From an optimization exercise on the open Yosys and OpenROAD flow, aimed at small area, a short achievable clock period and few clock cycles per item; shortcuts taken in it are not production practice. Where RTL was checked, it was by simulation tests only, not by an equivalence proof against the original.

// fp_mul_arbiter
module fp_mul_arbiter #(
   parameter int unsigned CALC_CYCLES = 1
) (
   input  logic        clk,
   input  logic        rst,
   input  logic        req0_valid,
   input  logic        req1_valid,
   output logic        req0_ready,
   output logic        req1_ready,
   input  logic [31:0] req0_a,
   input  logic [31:0] req0_b,
   input  logic [31:0] req1_a,
   input  logic [31:0] req1_b,
   output logic        rsp_valid,
   input  logic        rsp_ready,
   output logic        rsp_id,
   output logic [31:0] rsp_data,
   output logic        busy
);
   logic        ptr_q;
   logic        adv, grant1, acc;
   logic        va_q, ida_q, sga_q;
   logic [30:0] a_q, b_q;
   logic        vb_q, idb_q, sgnb_q, nanb_q, infb_q, zerob_q;
   logic [25:0] sbn_q, cbn_q;  
   logic        cib_q;         
   logic        stb_q;         
   logic [8:0]  esb_q;         
   logic        vr_q, idr_q;
   logic [31:0] dr_q;
   assign adv        = ~(vr_q & ~rsp_ready);
   assign grant1     = req1_valid & (~req0_valid | ptr_q);
   assign req0_ready = ~rst & adv & ~(req1_valid & ptr_q);
   assign req1_ready = ~rst & adv & (ptr_q | ~req0_valid);
  ...
Size in the first run: ~2500 cells after synthesis, roughly 170 flip-flops, roughly 170 I/O pins, about 0.025 sq mm of cells after synthesis.
==> module fp_mul_arbiter, before the edit <==
module fp_mul_arbiter #(
   parameter int unsigned CALC_CYCLES = 1
) (
   input  logic        clk,
   input  logic        rst,
   input  logic        req0_valid,
   input  logic        req1_valid,
   output logic        req0_ready,
   output logic        req1_ready,
   input  logic [31:0] req0_a,
   input  logic [31:0] req0_b,
   input  logic [31:0] req1_a,
   input  logic [31:0] req1_b,
   output logic        rsp_valid,
   input  logic        rsp_ready,
   output logic        rsp_id,
   output logic [31:0] rsp_data,
   output logic        busy
);
   logic        ptr_q;
   logic        adv, grant1, acc;
   logic        va_q, ida_q, sga_q;
   logic [30:0] a_q, b_q;
   logic        vb_q, idb_q, sgnb_q, nanb_q, infb_q, zerob_q;
   logic [25:0] sbn_q, cbn_q;  
   logic        cib_q;         
   logic        stb_q;         
   logic [8:0]  esb_q;         
   logic        vr_q, idr_q;
   logic [31:0] dr_q;
   assign adv        = ~(vr_q & ~rsp_ready);
   assign grant1     = req1_valid & (~req0_valid | ptr_q);
   assign req0_ready = ~rst & adv & ~(req1_valid & ptr_q);
   assign req1_ready = ~rst & adv & (ptr_q | ~req0_valid);
   assign acc        = ~rst & adv & (req0_valid | req1_valid);
   assign rsp_valid = vr_q;
   assign rsp_id    = idr_q;
   assign rsp_data  = dr_q;
   assign busy      = va_q | vb_q | vr_q;
   logic [7:0]  e1, e2;
   logic [22:0] f1, f2;
   logic        nan1, nan2, inf1, inf2, zero1, zero2;
   logic [47:0] cs_sn, cs_cn;
   logic [23:0] lo;
   logic [23:0] za, zb;
   logic        low_zero;
   assign e1    = a_q[30:23];
   assign e2    = b_q[30:23];
   assign f1    = a_q[22:0];
   assign f2    = b_q[22:0];
   assign nan1  = (e1 == 8'hFF) && (f1 != 23'd0);
   assign nan2  = (e2 == 8'hFF) && (f2 != 23'd0);
   assign inf1  = (e1 == 8'hFF) && (f1 == 23'd0);
   assign inf2  = (e2 == 8'hFF) && (f2 == 23'd0);
   assign zero1 = (e1 == 8'd0);
   assign zero2 = (e2 == 8'd0);
   mul24_csn u_mul (.x(f1), .y(f2), .sn(cs_sn), .cn(cs_cn));
   assign lo = {cs_sn[21:0], 1'b1} + {cs_cn[21:0], 1'b1};
   always_comb begin
      za[0] = 1'b1;
      zb[0] = 1'b1;
      for (int k = 1; k < 24; k++) begin
         za[k] = za[k-1] & ~f1[k-1];
         zb[k] = zb[k-1] & ~f2[k-1];
      end
      low_zero = 1'b0;
      for (int k = 0; k <= 22; k++) low_zero = low_zero | (za[k] & zb[22-k]);
   end
   logic [26:0]       pbx;
   logic [25:0]       pb;     
   logic              p47, rnd0, rnd1, ovf0, ovf1, huge, tiny;
   logic [22:0]       inc0, inc1, frac;
   logic [9:0]        ex0, ex1, ex2, ex;
   logic [31:0]       res;
   assign pbx  = {sbn_q, 1'b1} + {cbn_q, ~cib_q};
   assign pb   = ~pbx[26:1];
   assign p47  = pb[25];
   assign inc0 = pb[23:1] + 23'd1;
   assign inc1 = pb[24:2] + 23'd1;
   assign rnd0 = pb[0] & (stb_q | pb[1]);
   assign rnd1 = pb[1] & (stb_q | pb[0] | pb[2]);
   assign ovf0 = rnd0 & (&pb[24:1]);
   assign ovf1 = rnd1 & (&pb[24:2]);
   assign ex0  = {1'b0, esb_q} - 10'd127;
   assign ex1  = {1'b0, esb_q} - 10'd126;
   assign ex2  = {1'b0, esb_q} - 10'd125;
   logic [2:0] hg, tn;
   logic       sel2, sel1;
   assign hg[0] = ~ex0[9] & (ex0[8] | (&ex0[7:0]));
   assign hg[1] = ~ex1[9] & (ex1[8] | (&ex1[7:0]));
   assign hg[2] = ~ex2[9] & (ex2[8] | (&ex2[7:0]));
   assign tn[0] = ex0[9] | (ex0 == 10'd0);
   assign tn[1] = ex1[9] | (ex1 == 10'd0);
   assign tn[2] = ex2[9] | (ex2 == 10'd0);
   assign sel2 = p47 & ovf1;
   assign sel1 = p47 ? ~ovf1 : ovf0;
   always_comb begin
      frac = p47 ? (rnd1 ? inc1 : pb[24:2]) : (rnd0 ? inc0 : pb[23:1]);
      ex   = sel2 ? ex2 : (sel1 ? ex1 : ex0);
      huge = sel2 ? hg[2] : (sel1 ? hg[1] : hg[0]);
      tiny = sel2 ? tn[2] : (sel1 ? tn[1] : tn[0]);
      if (nanb_q) begin
         res = 32'h7FC0_0000;
      end else if (infb_q || huge) begin
         res = {sgnb_q, 8'hFF, 23'd0};
      end else if (zerob_q || tiny) begin
         res = {sgnb_q, 31'd0};
      end else begin
         res = {sgnb_q, ex[7:0], frac};
      end
   end
   always_ff @(posedge clk) begin
      if (rst) begin
         ptr_q <= 1'b0;
         va_q  <= 1'b0;
         vb_q  <= 1'b0;
         vr_q  <= 1'b0;
      end else if (adv) begin
         if (acc) ptr_q <= ~grant1;
         va_q <= acc;
         vb_q <= va_q;
         vr_q <= vb_q;
      end
   end
   always_ff @(posedge clk) begin
      if (adv) begin
         ida_q   <= grant1;
         sga_q   <= grant1 ? (req1_a[31] ^ req1_b[31]) : (req0_a[31] ^ req0_b[31]);
         a_q     <= grant1 ? req1_a[30:0] : req0_a[30:0];
         b_q     <= grant1 ? req1_b[30:0] : req0_b[30:0];
         idb_q   <= ida_q;
         sgnb_q  <= sga_q;
         nanb_q  <= nan1 | nan2 | (inf1 & zero2) | (zero1 & inf2);
         infb_q  <= inf1 | inf2;
         zerob_q <= zero1 | zero2;
         esb_q   <= {1'b0, e1} + {1'b0, e2};
         sbn_q   <= cs_sn[47:22];
         cbn_q   <= cs_cn[47:22];
         cib_q   <= ~lo[23];
         stb_q   <= ~low_zero;
         idr_q   <= idb_q;
         dr_q    <= res;
      end
   end
endmodule
export LEC_CHECK = 0
export CAP_MARGIN = 20
export CORE_MARGIN = 2
export CORE_UTILIZATION = 40
export SETUP_SLACK_MARGIN = 5
export SLEW_MARGIN = 20
export SYNTH_HIERARCHICAL = 1
create_clock -name core_clock -period 11.0 [get_ports {clk}]
standard.sh (not shown) runs the stock make flow with config.mk's settings and CLKGATE_MAP_FILE= SYNTH_SCRIPT=/design/flow/synth_recipe.tcl, a recipe that flattens the netlist after the stock synthesis.
==> flow/flow/run.sh <==
#!/bin/bash
set -euo pipefail
bash standard.sh "BUFFER_PORTS_ARGS=-buffer_cell sky130_fd_sc_hd__buf_1" finish > make.log 2>&1
Testbench counts at the start, summed over its fixed seeds: cycles 3,224, items 3,200.
==> next run, changes <==
--- a/flow/design.v
+++ b/flow/design.v
@@ -84,21 +84,16 @@
    assign ex0  = {1'b0, esb_q} - 10'd127;
    assign ex1  = {1'b0, esb_q} - 10'd126;
    assign ex2  = {1'b0, esb_q} - 10'd125;
-   logic [2:0] hg, tn;
-   logic       sel2, sel1;
-   assign hg[0] = ~ex0[9] & (ex0[8] | (&ex0[7:0]));
-   assign hg[1] = ~ex1[9] & (ex1[8] | (&ex1[7:0]));
-   assign hg[2] = ~ex2[9] & (ex2[8] | (&ex2[7:0]));
-   assign tn[0] = ex0[9] | (ex0 == 10'd0);
-   assign tn[1] = ex1[9] | (ex1 == 10'd0);
-   assign tn[2] = ex2[9] | (ex2 == 10'd0);
-   assign sel2 = p47 & ovf1;
-   assign sel1 = p47 ? ~ovf1 : ovf0;
    always_comb begin
-      frac = p47 ? (rnd1 ? inc1 : pb[24:2]) : (rnd0 ? inc0 : pb[23:1]);
-      ex   = sel2 ? ex2 : (sel1 ? ex1 : ex0);
-      huge = sel2 ? hg[2] : (sel1 ? hg[1] : hg[0]);
-      tiny = sel2 ? tn[2] : (sel1 ? tn[1] : tn[0]);
+      if (p47) begin
+         frac = rnd1 ? inc1 : pb[24:2];
+         ex   = ovf1 ? ex2 : ex1;
+      end else begin
+         frac = rnd0 ? inc0 : pb[23:1];
+         ex   = ovf0 ? ex1 : ex0;
+      end
+      huge = ~ex[9] & (ex[8] | (&ex[7:0]));    
+      tiny = ex[9] | (ex == 10'd0);            
       if (nanb_q) begin
          res = 32'h7FC0_0000;
       end else if (infb_q || huge) begin
=> Design area came out higher slightly; non-clock buffer count decreases by 3; die area grows slightly; count of clock-buffer cells in the layout goes up by 1; clock skew stays flat.
Function not checked in the second run of this note: the RTL went through the layout flow alone.

Setup of amber:
fp_mul_arbiter, a different RTL version from the one above (not shown whole).
For scale: ~2400 cells after synthesis, ~110 flip-flops, roughly 170 I/O pins, about 23000 sq um of cells after synthesis.
==> module fp_mul_arbiter, before the edit <==
module fp_mul_arbiter #(
   parameter int unsigned CALC_CYCLES = 1
) (
   input  logic        clk,
   input  logic        rst,
   input  logic        req0_valid,
   input  logic        req1_valid,
   output logic        req0_ready,
   output logic        req1_ready,
   input  logic [31:0] req0_a,
   input  logic [31:0] req0_b,
   input  logic [31:0] req1_a,
   input  logic [31:0] req1_b,
   output logic        rsp_valid,
   input  logic        rsp_ready,
   output logic        rsp_id,
   output logic [31:0] rsp_data,
   output logic        busy
);
   logic        ptr_q;
   logic        adv, grant1, acc;
   logic [31:0] res;           
   logic        va_q, ida_q, sga_q;
   logic [30:0] a_q, b_q;
   logic        vb_q, idb_q, sgnb_q, nanb_q, infb_q, zerob_q;
   logic [25:0] pbn_q;         
   logic        stb_q;         
   logic [8:0]  esb_q;         
   assign adv        = ~(vb_q & ~rsp_ready);
   assign grant1     = req1_valid & (~req0_valid | ptr_q);
   assign req0_ready = ~rst & adv & ~(req1_valid & ptr_q);
   assign req1_ready = ~rst & adv & (ptr_q | ~req0_valid);
   assign acc        = ~rst & adv & (req0_valid | req1_valid);
   assign rsp_valid = vb_q;
   assign rsp_id    = idb_q;
   assign rsp_data  = res;
   assign busy      = va_q | vb_q;
   logic [7:0]  e1, e2;
   logic [22:0] f1, f2;
   logic        nan1, nan2, inf1, inf2, zero1, zero2;
   logic [47:0] cs_sn, cs_cn;
   logic [47:0] pn;
   logic [23:0] za, zb;
   logic        low_zero;
   assign e1    = a_q[30:23];
   assign e2    = b_q[30:23];
   assign f1    = a_q[22:0];
   assign f2    = b_q[22:0];
   assign nan1  = (e1 == 8'hFF) && (f1 != 23'd0);
   assign nan2  = (e2 == 8'hFF) && (f2 != 23'd0);
   assign inf1  = (e1 == 8'hFF) && (f1 == 23'd0);
   assign inf2  = (e2 == 8'hFF) && (f2 == 23'd0);
   assign zero1 = (e1 == 8'd0);
   assign zero2 = (e2 == 8'd0);
   mul24_csn u_mul (.x(f1), .y(f2), .sn(cs_sn), .cn(cs_cn));
   assign pn = cs_sn + cs_cn + 48'd1;
   always_comb begin
      za[0] = 1'b1;
      zb[0] = 1'b1;
      for (int k = 1; k < 24; k++) begin
         za[k] = za[k-1] & ~f1[k-1];
         zb[k] = zb[k-1] & ~f2[k-1];
      end
      low_zero = 1'b0;
      for (int k = 0; k <= 22; k++) low_zero = low_zero | (za[k] & zb[22-k]);
   end
   logic [25:0]       pb;     
   logic              p47, rnd0, rnd1, ovf0, ovf1, huge, tiny;
   logic [22:0]       inc0, inc1, frac;
   logic [9:0]        ex0, ex1, ex2, ex;
   assign pb   = ~pbn_q;
   assign p47  = pb[25];
   assign inc0 = pb[23:1] + 23'd1;
   assign inc1 = pb[24:2] + 23'd1;
   assign rnd0 = pb[0] & (stb_q | pb[1]);
   assign rnd1 = pb[1] & (stb_q | pb[0] | pb[2]);
   assign ovf0 = rnd0 & (&pb[24:1]);
   assign ovf1 = rnd1 & (&pb[24:2]);
   assign ex0  = {1'b0, esb_q} - 10'd127;
   assign ex1  = {1'b0, esb_q} - 10'd126;
   assign ex2  = {1'b0, esb_q} - 10'd125;
   logic [2:0] hg, tn;
   logic       sel2, sel1;
   assign hg[0] = ~ex0[9] & (ex0[8] | (&ex0[7:0]));
   assign hg[1] = ~ex1[9] & (ex1[8] | (&ex1[7:0]));
   assign hg[2] = ~ex2[9] & (ex2[8] | (&ex2[7:0]));
   assign tn[0] = ex0[9] | (ex0 == 10'd0);
   assign tn[1] = ex1[9] | (ex1 == 10'd0);
   assign tn[2] = ex2[9] | (ex2 == 10'd0);
   assign sel2 = p47 & ovf1;
   assign sel1 = p47 ? ~ovf1 : ovf0;
   always_comb begin
      frac = p47 ? (rnd1 ? inc1 : pb[24:2]) : (rnd0 ? inc0 : pb[23:1]);
      ex   = sel2 ? ex2 : (sel1 ? ex1 : ex0);
      huge = sel2 ? hg[2] : (sel1 ? hg[1] : hg[0]);
      tiny = sel2 ? tn[2] : (sel1 ? tn[1] : tn[0]);
      if (nanb_q) begin
         res = 32'h7FC0_0000;
      end else if (infb_q || huge) begin
         res = {sgnb_q, 8'hFF, 23'd0};
      end else if (zerob_q || tiny) begin
         res = {sgnb_q, 31'd0};
      end else begin
         res = {sgnb_q, ex[7:0], frac};
      end
   end
   always_ff @(posedge clk) begin
      if (rst) begin
         ptr_q <= 1'b0;
         va_q  <= 1'b0;
         vb_q  <= 1'b0;
      end else if (adv) begin
         if (acc) ptr_q <= ~grant1;
         va_q <= acc;
         vb_q <= va_q;
      end
   end
   always_ff @(posedge clk) begin
      if (adv) begin
         ida_q   <= grant1;
         sga_q   <= grant1 ? (req1_a[31] ^ req1_b[31]) : (req0_a[31] ^ req0_b[31]);
         a_q     <= grant1 ? req1_a[30:0] : req0_a[30:0];
         b_q     <= grant1 ? req1_b[30:0] : req0_b[30:0];
         idb_q   <= ida_q;
         sgnb_q  <= sga_q;
         nanb_q  <= nan1 | nan2 | (inf1 & zero2) | (zero1 & inf2);
         infb_q  <= inf1 | inf2;
         zerob_q <= zero1 | zero2;
         esb_q   <= {1'b0, e1} + {1'b0, e2};
         pbn_q   <= pn[47:22];
         stb_q   <= ~low_zero;
      end
   end
endmodule
Settings: LEC_CHECK=0, CAP_MARGIN=20, CORE_MARGIN=2, CORE_UTILIZATION=40, SETUP_SLACK_MARGIN=5, SLEW_MARGIN=20, SYNTH_HIERARCHICAL=1; clock period 11.0 ns.
==> flow/flow/run.sh <==
#!/bin/bash
set -euo pipefail
bash standard.sh "BUFFER_PORTS_ARGS=-buffer_cell sky130_fd_sc_hd__buf_1" SETUP_SLACK_MARGIN=5.5 finish > make.log 2>&1
Changes in lagoon relative to amber:
--- a/flow/design.v
+++ b/flow/design.v
@@ -20,25 +20,27 @@
    logic        ptr_q;
    logic        adv, grant1, acc;
-   logic [31:0] res;           
    logic        va_q, ida_q, sga_q;
    logic [30:0] a_q, b_q;
    logic        vb_q, idb_q, sgnb_q, nanb_q, infb_q, zerob_q;
-   logic [25:0] pbn_q;         
+   logic [25:0] sbn_q, cbn_q;  
+   logic        cib_q;         
    logic        stb_q;         
    logic [8:0]  esb_q;         
-   assign adv        = ~(vb_q & ~rsp_ready);
+   logic        vr_q, idr_q;
+   logic [31:0] dr_q;
+   assign adv        = ~(vr_q & ~rsp_ready);
    assign grant1     = req1_valid & (~req0_valid | ptr_q);
    assign req0_ready = ~rst & adv & ~(req1_valid & ptr_q);
    assign req1_ready = ~rst & adv & (ptr_q | ~req0_valid);
    assign acc        = ~rst & adv & (req0_valid | req1_valid);
-   assign rsp_valid = vb_q;
-   assign rsp_id    = idb_q;
-   assign rsp_data  = res;
-   assign busy      = va_q | vb_q;
+   assign rsp_valid = vr_q;
+   assign rsp_id    = idr_q;
+   assign rsp_data  = dr_q;
+   assign busy      = va_q | vb_q | vr_q;
    logic [7:0]  e1, e2;
    logic [22:0] f1, f2;
    logic        nan1, nan2, inf1, inf2, zero1, zero2;
    logic [47:0] cs_sn, cs_cn;
-   logic [47:0] pn;
+   logic [23:0] lo;
    logic [23:0] za, zb;
    logic        low_zero;
@@ -54,5 +56,5 @@
    assign zero2 = (e2 == 8'd0);
    mul24_csn u_mul (.x(f1), .y(f2), .sn(cs_sn), .cn(cs_cn));
-   assign pn = cs_sn + cs_cn + 48'd1;
+   assign lo = {cs_sn[21:0], 1'b1} + {cs_cn[21:0], 1'b1};
    always_comb begin
       za[0] = 1'b1;
@@ -65,9 +67,12 @@
       for (int k = 0; k <= 22; k++) low_zero = low_zero | (za[k] & zb[22-k]);
    end
+   logic [26:0]       pbx;
    logic [25:0]       pb;     
    logic              p47, rnd0, rnd1, ovf0, ovf1, huge, tiny;
    logic [22:0]       inc0, inc1, frac;
    logic [9:0]        ex0, ex1, ex2, ex;
-   assign pb   = ~pbn_q;
+   logic [31:0]       res;
+   assign pbx  = {sbn_q, 1'b1} + {cbn_q, ~cib_q};
+   assign pb   = ~pbx[26:1];
    assign p47  = pb[25];
    assign inc0 = pb[23:1] + 23'd1;
@@ -110,8 +115,10 @@
          va_q  <= 1'b0;
          vb_q  <= 1'b0;
+         vr_q  <= 1'b0;
       end else if (adv) begin
          if (acc) ptr_q <= ~grant1;
          va_q <= acc;
          vb_q <= va_q;
+         vr_q <= vb_q;
       end
    end
@@ -128,6 +135,10 @@
          zerob_q <= zero1 | zero2;
          esb_q   <= {1'b0, e1} + {1'b0, e2};
-         pbn_q   <= pn[47:22];
+         sbn_q   <= cs_sn[47:22];
+         cbn_q   <= cs_cn[47:22];
+         cib_q   <= ~lo[23];
          stb_q   <= ~low_zero;
+         idr_q   <= idb_q;
+         dr_q    <= res;
       end
    end
Notes after the runs:
Of the two values seen for critical-path cell with the highest stage delay, fa_1 was produced by lagoon and fa_2 by amber. On met1 routed wirelength after detailed routing, lagoon tracks amber almost exactly. Summary of lagoon over amber: hold slack lower; worst stage delay on the critical path +0.02 ns; final cell count without fillers rose by 0.81%; required time of the worst setup path rose by 0.05 ns.
Testbench counts of lagoon, summed over its fixed seeds: cycles 3,224, items 3,200.
The RTL of amber was laid out without a check of its function.

re-timing with driven ports:
How much do the figures lean on ideal ports? The routed layouts below were timed once more, with nothing changed but the port constraints.
Step 1 assumes that a clkbuf_16 drives the clock port and a buf_2 every other input.
Step 2 moves the port delays by t, midway between the first and last clock arrival at a register: inputs arrive t later, outputs are due t later. That takes back most of the time a late clock gives input paths.
a / b / c = ideal ports / drivers / drivers and shift; a / b = the first two.
run | shift t [ns] | slack for setup (ns) | latest minus earliest clock arrival (ns) | worst register clock-pin slew, ns | cell pins on the clock port's net
the first run of note 1 | 0.493 | 5.336 / 5.316 / 5.316 | 0.015 / 0.015 | 0.07 / 0.07 | 1
the second run of note 1 | 0.505 | 5.332 / 5.332 / 5.332 | 0.017 / 0.016 | 0.07 / 0.07 | 1
amber | 0.429 | 4.709 / 4.709 / 4.709 | 0.010 / 0.009 | 0.08 / 0.08 | 1
lagoon | 0.493 | 5.676 / 5.676 / 5.676 | 0.014 / 0.015 | 0.07 / 0.07 | 1
After both steps every run listed still meets setup and hold. For the first run of note 1, which loses most, drivers alone change the setup slack by -0.020 ns; drivers and shift together by -0.020 ns.
